Context: an optimization exercise on an open-source flow, tuned for small area and a short achievable clock period. The choices shown serve that exercise and are no tape-out recipe.
Only simulation tests tie the RTL to the original design; equivalence was not proved.
Power and IR drop assume default switching activity.

Design alignCellTop, start of the top module:
module alignCellTop (
  input  logic        clk,
  input  logic        rst,
  input  logic [76:0] n1_i,
  input  logic [76:0] n2_i,
  input  logic [76:0] n3_i,
  input  logic [1:0]  a_i,
  input  logic [1:0]  b_i,
  input  logic [1:0]  c_i,
  input  logic        en_i,
  output logic [76:0] state_o,
  output logic [1:0]  baseA_o,
  output logic        en_o
);
  alignCell alignCell_inst (
    .clk     (clk),
    .rst     (rst),
    .n1_i    (n1_i),
    .n2_i    (n2_i),
    .n3_i    (n3_i),
    .a_i     (a_i),
    .b_i     (b_i),
    .c_i     (c_i),
    .en_i    (en_i),
    .state_o (state_o),
    .baseA_o (baseA_o),
    .en_o    (en_o)
  );
endmodule
Size: about 150 flip-flops.
Settings: LEC_CHECK=0, ABC_AREA=1, CAP_MARGIN=0, CORE_MARGIN=2, CORE_UTILIZATION=45, SETUP_SLACK_MARGIN=5, SLEW_MARGIN=0; clock period 11.0 ns.
standard.sh (not shown) runs the stock make flow with config.mk's settings and CLKGATE_MAP_FILE= SYNTH_SCRIPT=/design/flow/synth_recipe.tcl, a recipe that flattens the netlist after the stock synthesis.
==> flow/flow/run.sh <==
#!/bin/bash
# The standard layout, with plain sky130_fd_sc_hd__buf_1 cells as the port
# buffers (the resizer's timing repair sizes them up where a path needs it).
# make's full output goes to flow.log here; each ORFS step keeps its own log
# under orfs/logs/.
set -euo pipefail
bash standard.sh "BUFFER_PORTS_ARGS=-buffer_cell sky130_fd_sc_hd__buf_1" finish > flow.log 2>&1
==> next run, changes <==
CAP_MARGIN = 20   (was 0)
PLACE_DENSITY = 0.75   (was default)
SLEW_MARGIN = 20   (was 0)
=>
- The new run completed with no timing, DRC or antenna violations
- fmax falls by 0.54%
- setup slack gets worse by 0.032 ns
- combinational power barely changes
- design area barely changes
- via count rises by 0.86%
- clock-buffer cell count rises by 3
- critical path depth rises by 5
- flip-flop and latch count stays the same
- routed wire length falls by 3.6%
- first-iteration DRC count rises by 18%
- area after synthesis stays the same
==> next run, changes <==
GPL_ROUTABILITY_DRIVEN = 0   (was default)
PLACE_DENSITY = default   (was 0.75)
What happened:
- utilization shrinks by 0.11 points
- sequential power is about the same
- worst setup slack is better by 0.0057 ns
- flip-flop and latch count is unchanged
- cell area barely changes
- combinational power barely changes
- clock skew came out higher by 0.0061 ns
- sequential share of layout area is about the same
- via count fell by about 0.9%

========
Another version of the RTL of alignCellTop (not shown whole).
Size: ~3800 cells after synthesis, ~150 flip-flops, ~320 I/O pins, about 22000 um^2 of cells after synthesis.
==> flow/config.mk <==
export PLATFORM = sky130hd
export DESIGN_NAME = alignCellTop
export DESIGN_NICKNAME = alignCellTop
export VERILOG_FILES = /design/flow/design.v
export SDC_FILE = /design/flow/constraint.sdc
export NUM_CORES = 4
export LEC_CHECK = 0
export ABC_AREA = 1
export CAP_MARGIN = 20
export CORE_MARGIN = 2
export CORE_UTILIZATION = 45
export SETUP_SLACK_MARGIN = 3
export SLEW_MARGIN = 20
==> flow/constraint.sdc <==
create_clock -name core_clock -period 11.0 [get_ports {clk}]
set_input_delay 2.2000 -clock core_clock [delete_from_list [all_inputs] [get_ports {clk}]]
set_output_delay 2.2000 -clock core_clock [all_outputs]
set_load 0.01 [all_outputs]
Scripts as last shown in full above: flow/flow/run.sh
The baseline passed the timing, DRC and antenna checks.
Rerun with:
Settings changed: SETUP_SLACK_MARGIN 3 to 4.
=> The changed run finished clean. Cell area is about the same. Register-to-register slack barely changes. Critical path depth came out lower by 6. Global-route usage is unchanged. Total power stays flat. Routed wire length stays flat. Area after synthesis stays the same. Non-clock buffer count does not change. Hold slack barely changes. Setup slack gets better by 0.42 ns. First-iteration DRC count came out lower by 3.9%.

========
alignCellTop, a different RTL version from the one above (not shown whole).
Size in the first run: ~3,200 cells after synthesis, ~150 flip-flops, roughly 320 I/O pins.
==> flow/config.mk <==
export PLATFORM = sky130hd
export DESIGN_NAME = alignCellTop
export DESIGN_NICKNAME = alignCellTop
export VERILOG_FILES = /design/flow/design.v
export SDC_FILE = /design/flow/constraint.sdc
export NUM_CORES = 4
export LEC_CHECK = 0
export CAP_MARGIN = 20
export CORE_MARGIN = 2
export CORE_UTILIZATION = 45
export SLEW_MARGIN = 20
==> flow/constraint.sdc <==
create_clock -name core_clock -period 11.0 [get_ports {clk}]
set_input_delay 2.2000 -clock core_clock [delete_from_list [all_inputs] [get_ports {clk}]]
set_output_delay 2.2000 -clock core_clock [all_outputs]
set_load 0.01 [all_outputs]
run.sh (not shown) runs the stock make flow with config.mk's settings and CLKGATE_MAP_FILE= SYNTH_SCRIPT=/design/flow/synth_recipe.tcl, a recipe that flattens the netlist after the stock synthesis.
Stock flow here: none of the scripts above is used.
The starting point completed without violations.
==> next run, changes <==
==> flow/flow/run.sh (new file) <==
#!/bin/bash
# The standard layout, with plain sky130_fd_sc_hd__buf_1 cells as the port
# buffers (the resizer's timing repair sizes them up where a path needs it).
# make's full output goes to flow.log here; each ORFS step keeps its own log
# under orfs/logs/.
set -euo pipefail
bash standard.sh "BUFFER_PORTS_ARGS=-buffer_cell sky130_fd_sc_hd__buf_1" finish > flow.log 2>&1
==> flow/standard.sh (new file) <==
#!/bin/bash
# synth_recipe.tcl (not shown) runs the flow's synth.tcl, then flattens the netlist and writes it again
# the make line also repeats each setting of config.mk as NAME=value (left out here)
make -C /OpenROAD-flow-scripts/flow DESIGN_CONFIG=/design/flow/config.mk WORK_HOME=/design/flow/orfs CLKGATE_MAP_FILE= SYNTH_SCRIPT=/design/flow/synth_recipe.tcl "${@:-finish}"
--- a/flow/config.mk
+++ b/flow/config.mk
@@ -10,2 +10,3 @@
 export CORE_UTILIZATION = 45
+export SETUP_SLACK_MARGIN = 2
 export SLEW_MARGIN = 20
removed: flow/run.sh
=> The changed run passed the timing, DRC and antenna checks. Final cell count is about the same. Setup slack improves by 0.23 ns. Synthesized cell count is unchanged. Clock power fell by a few percent. Sequential power is about the same. Total power fell by a few percent. Critical path depth fell by 3. Core utilization fell by 3.9 points. First-iteration DRC count fell by roughly a tenth.
==> next run, changes <==
==> flow/run.sh (new file) <==
#!/bin/bash
# synth_recipe.tcl (not shown) runs the flow's synth.tcl, then flattens the netlist and writes it again
# the make line also repeats each setting of config.mk as NAME=value (left out here)
make -C /OpenROAD-flow-scripts/flow DESIGN_CONFIG=/design/flow/config.mk WORK_HOME=/design/flow/orfs CLKGATE_MAP_FILE= SYNTH_SCRIPT=/design/flow/synth_recipe.tcl finish
--- a/flow/config.mk
+++ b/flow/config.mk
@@ -7,2 +7,3 @@
 export LEC_CHECK = 0
+export ABC_AREA = 1
 export CAP_MARGIN = 20
removed: flow/flow/run.sh
removed: flow/standard.sh
Effect: Die area went down by 4.0%. Core utilization went up by 4.5 points. Non-clock buffer count went down by 15. Combinational power went up by 16%. Design area went up by 4.1%. Clock-buffer cell count went up by 2.

## static timing again, ports no longer ideal
How much do the figures lean on ideal ports? The routed layouts below were timed once more, with nothing changed but the port constraints.
Step 1, drivers: a clkbuf_16 drives clk and a buf_2 each remaining input, both assumed.
Step 2 times the ports against the registers' clock, not the clock port: input delays grow and output delays shrink by t, the midpoint of the rising clock arrivals with the driver on.
Slacks: ideal ports / drivers / drivers and shift; pairs: ideal ports / drivers.
| run | shift t [ns] | slack for setup (ns) | worst data-port slew with drivers (ns) |
|---|---|---|---|
| the first run of note 1 | 0.479 | 5.230 / 5.251 / 4.772 | 0.10 |
| the second run of note 1 | 0.469 | 5.199 / 5.224 / 4.756 | 0.08 |
| the third run of note 1 | 0.471 | 5.205 / 5.224 / 4.753 | 0.09 |
| the first run of note 2 | 0.466 | 4.040 / 4.042 / 3.577 | 0.05 |
| the second run of note 2 | 0.464 | 4.457 / 4.482 / 4.018 | 0.05 |
| the first run of note 3 | 0.493 | 2.100 / 2.133 / 1.639 | 0.08 |
| the second run of note 3 | 0.491 | 2.329 / 2.360 / 1.869 | 0.08 |
| the third run of note 3 | 0.466 | 3.231 / 3.250 / 2.785 | 0.06 |
After both steps setup and hold are still met in every run listed. The setup slack of the first run of note 2, which loses most, moves by +0.002 ns with the drivers and by -0.463 ns with both steps.
